Source: an optimization exercise on an open RTL-to-GDS flow (aim: small area, a short achievable clock period and few clock cycles per item). Production flows keep margins and buffers that such runs may drop. Only simulation tests tie the RTL to the original design; equivalence was not proved. Power figures rest on the tool's default switching activity, not on a simulated workload.

## vt_lru_page_cache
module vt_lru_page_cache #(
    parameter int MAX_SLOTS  = vtlru_pkg::MAX_SLOTS_DEF,
    parameter int COORD_BITS = vtlru_pkg::COORD_BITS_DEF
) (
    input  logic                          aclk,
    input  logic                          aresetn,
    input  logic                          cfg_wr_en,
    input  logic [vtlru_pkg::SIDE_W-1:0]  cfg_wr_data,
    input  logic                          s_valid,
    output logic                          s_ready,
    input  logic                          s_operation,
    input  logic [COORD_BITS-1:0]         s_page_x,
    input  logic [COORD_BITS-1:0]         s_page_y,
    input  logic [vtlru_pkg::MIP_W-1:0]   s_page_mip,
    output logic                          m_valid,
    input  logic                          m_ready,
    output logic                          m_was_resident,
    output logic                          m_loaded,
    output logic [vtlru_pkg::SLOT_W-1:0]  m_slot_col,
    output logic [vtlru_pkg::SLOT_W-1:0]  m_slot_row,
    output logic                          m_evicted,
    output logic [COORD_BITS-1:0]         m_victim_x,
    output logic [COORD_BITS-1:0]         m_victim_y,
    output logic [vtlru_pkg::MIP_W-1:0]   m_victim_mip
);
Size: ~6400 cells after synthesis, roughly 2000 flip-flops, about 61 I/O pins.
export LEC_CHECK = 0
export CAP_MARGIN = 20
export CORE_MARGIN = 2
export CORE_UTILIZATION = 40
export SETUP_SLACK_MARGIN = 5.0
export SLEW_MARGIN = 20
export TNS_END_PERCENT = 5
create_clock -name core_clock -period 8.0 [get_ports {aclk}]
run.sh (not shown) runs the stock make flow with config.mk's settings and CLKGATE_MAP_FILE= SYNTH_SCRIPT=/design/flow/synth_recipe.tcl, a recipe that flattens the netlist after the stock synthesis.
Testbench counts at the start, summed over its fixed seeds: cycles 12,018, requests 12,000.
Next try:
CTS_CLUSTER_DIAMETER = 100   (was default)
CTS_CLUSTER_SIZE = 20   (was default)
The changed run completed without violations.
Design area drops by 4.1%.
Hold slack improves by 0.0084 ns.
Power drops by 14%.
Combinational power drops by about 2%.
Routed wire length drops by about 2.3%.
Worst setup slack improves by 0.041 ns.
Synthesized cell count does not change.
Clock power drops by 37%.

Setup of job 8150:
vt_lru_page_cache, a different RTL version from the one above (not shown whole).
Size in the first run: ~6200 cells after synthesis, about 2000 flip-flops, about 61 I/O pins, about 0.087 mm^2 of cells after synthesis.
clock: 8.0 ns
lec_check: 0
cap_margin: 20
core_margin: 2
core_utilization: 60
cts_cluster_diameter: 100
cts_cluster_size: 20
setup_slack_margin: 5.0
slew_margin: 20
tns_end_percent: 30
Looking at the reports, job 8150 completed the entire flow and the layout it produced met the timing, DRC and antenna checks.
Testbench counts of job 8150, summed over its fixed seeds: cycles 12,018, requests 12,000.
Edits applied to the flow inputs when going from job 8150 to job 9619:
- changing CORE_UTILIZATION from 60 to 40
Results
- Job 9619: PASS, flow complete, no timing, DRC or antenna violations
- Job 8150 -> job 9619: sum of net half-perimeters after detailed placement increased by a few percent
- [compare] base=job 8150 new=job 9619: met1 track demand over resource in global routing lower, multi-input logic area higher, cell area higher.
- Going from job 8150 to job 9619, net load switching power grows by 2.2%.
- Job 9619 against job 8150: shortest period the worst path allows lost 99 ps; combinational group share of total power picked up an extra 0.2 points; sequential share of layout area lost 1.1 points; overall power of the completed layout picked up an extra 1.0%.
- Sort job 8150 and job 9619 by number of stages on the worst setup path, ascending, and job 9619 comes first.
- Higher headroom to the max-slew limit goes to job 8150 over job 9619.
The inputs of job 7906 differ from those of job 9619 as listed below.
- CTS_CLUSTER_SIZE now 22, was 20
- CTS_CLUSTER_DIAMETER now 110, was 100
- TNS_END_PERCENT now 20, was 30
- CORE_UTILIZATION now 50, was 40
[summary]
The capturing element of the worst setup path comes out b_ge[2]$_DFF_P_ in one run and b_ge[10]$_DFF_P_ in the other, namely in job 9619 and job 7906 respectively. Side by side, proportion of layout cells with a drive suffix above 1 turned out lower in job 7906 than in job 9619. Per the comparison of job 7906 with job 9619, total routed wire length on the met1 layer shows no meaningful change; final period utilization shows an increase of 0.67 points; number of cell instances on the worst register-to-register path picked up an extra 2; internal cell power dropped 0.24 mW; critical path depth rose by 2.
Here is what was changed in the inputs of job 8425 compared with job 7906.
- a change of CTS_CLUSTER_DIAMETER from 110 to 120
- a change of CTS_CLUSTER_SIZE from 22 to 24
- a change of CORE_UTILIZATION from 50 to 40
## What came out
- Job 8425 vs job 7906 — overall via count from detail_route dropped 1.8%.
- Looking at time the worst path needs with I/O delays and setup, job 8425 sits 6.4 ps below job 7906.
- Taking job 7906 as the reference, in job 8425 met2 wire length shrank by 1.1%; share of the final layout cell area in multi-input gates held steady; smallest hold slack shrank by 4.1 ps; sum of negative setup slack held steady; flip-flop and latch count held steady.
- Of job 7906 and job 8425, job 7906 shows the higher number of clock buffers in the layout, with job 8425 below it.
- Wire length on job 8425 is down relative to job 7906.
- In the metrics for job 7906 and job 8425, the one carrying the higher first-pass detailed-route iteration total is job 8425.
- Core utilization: job 8425 lower than job 7906
## Diff of input files: job 3303 against job 8425
- swapping 24 for 20 in CTS_CLUSTER_SIZE
- swapping 20 for 5 in TNS_END_PERCENT
- swapping 120 for 100 in CTS_CLUSTER_DIAMETER
Results
Comparing job 8425 against job 3303, there is no change at all in maximum count of clock buffers along a single path.
More vias were needed by job 3303 than by job 8425.
Job 8425 → job 3303: headroom to the max-slew limit shows a reduction of 3.8 points; total design power shows an increase of 1.7%; worst setup slack shows a reduction of 130 ps.
Looking at cell area across both flows, job 3303 is the stronger of the two, with job 8425 trailing.
Row total routing resource utilization after global routing: job 3303 higher / job 8425 lower
NOTE: hold slack in job 3303 falls short of that of job 8425
Cell area after placement: job 8425 vs job 3303, no meaningful difference

## static timing again, ports no longer ideal
The results above use ideal ports. As a check the final layouts listed here were re-extracted and re-timed, cells and wires unchanged.
Step 1 sets driving cells, clkbuf_16 on the clock port and buf_2 on the other inputs (assumed; they add their load-dependent delay and slew).
Step 2 times the ports against the registers' clock, not the clock port: input delays grow and output delays shrink by t, the midpoint of the rising clock arrivals with the driver on.
a / b / c = ideal ports / drivers / drivers and shift; a / b = the first two.
| run | t, ns | setup WS [ns] | worst register clock-pin slew, ns | pins driven straight from the clock port |
|---|---|---|---|---|
| the first run of note 1 | 0.957 | 4.472 / 4.472 / 4.115 | 0.07 / 0.07 | 1 |
| the second run of note 1 | 0.871 | 4.513 / 4.513 / 4.160 | 0.10 / 0.10 | 1 |
| job 8150 | 0.861 | 4.640 / 4.640 / 4.180 | 0.10 / 0.10 | 1 |
| job 9619 | 0.892 | 4.739 / 4.739 / 4.313 | 0.10 / 0.10 | 1 |
| job 7906 | 0.877 | 4.686 / 4.686 / 4.273 | 0.11 / 0.11 | 1 |
| job 8425 | 0.873 | 4.692 / 4.692 / 4.150 | 0.11 / 0.11 | 1 |
| job 3303 | 0.881 | 4.558 / 4.558 / 4.010 | 0.10 / 0.10 | 1 |
After both steps setup and hold are still met in every run listed. For job 3303, which loses most, drivers alone change the setup slack by 0.000 ns; drivers and shift together by -0.548 ns.
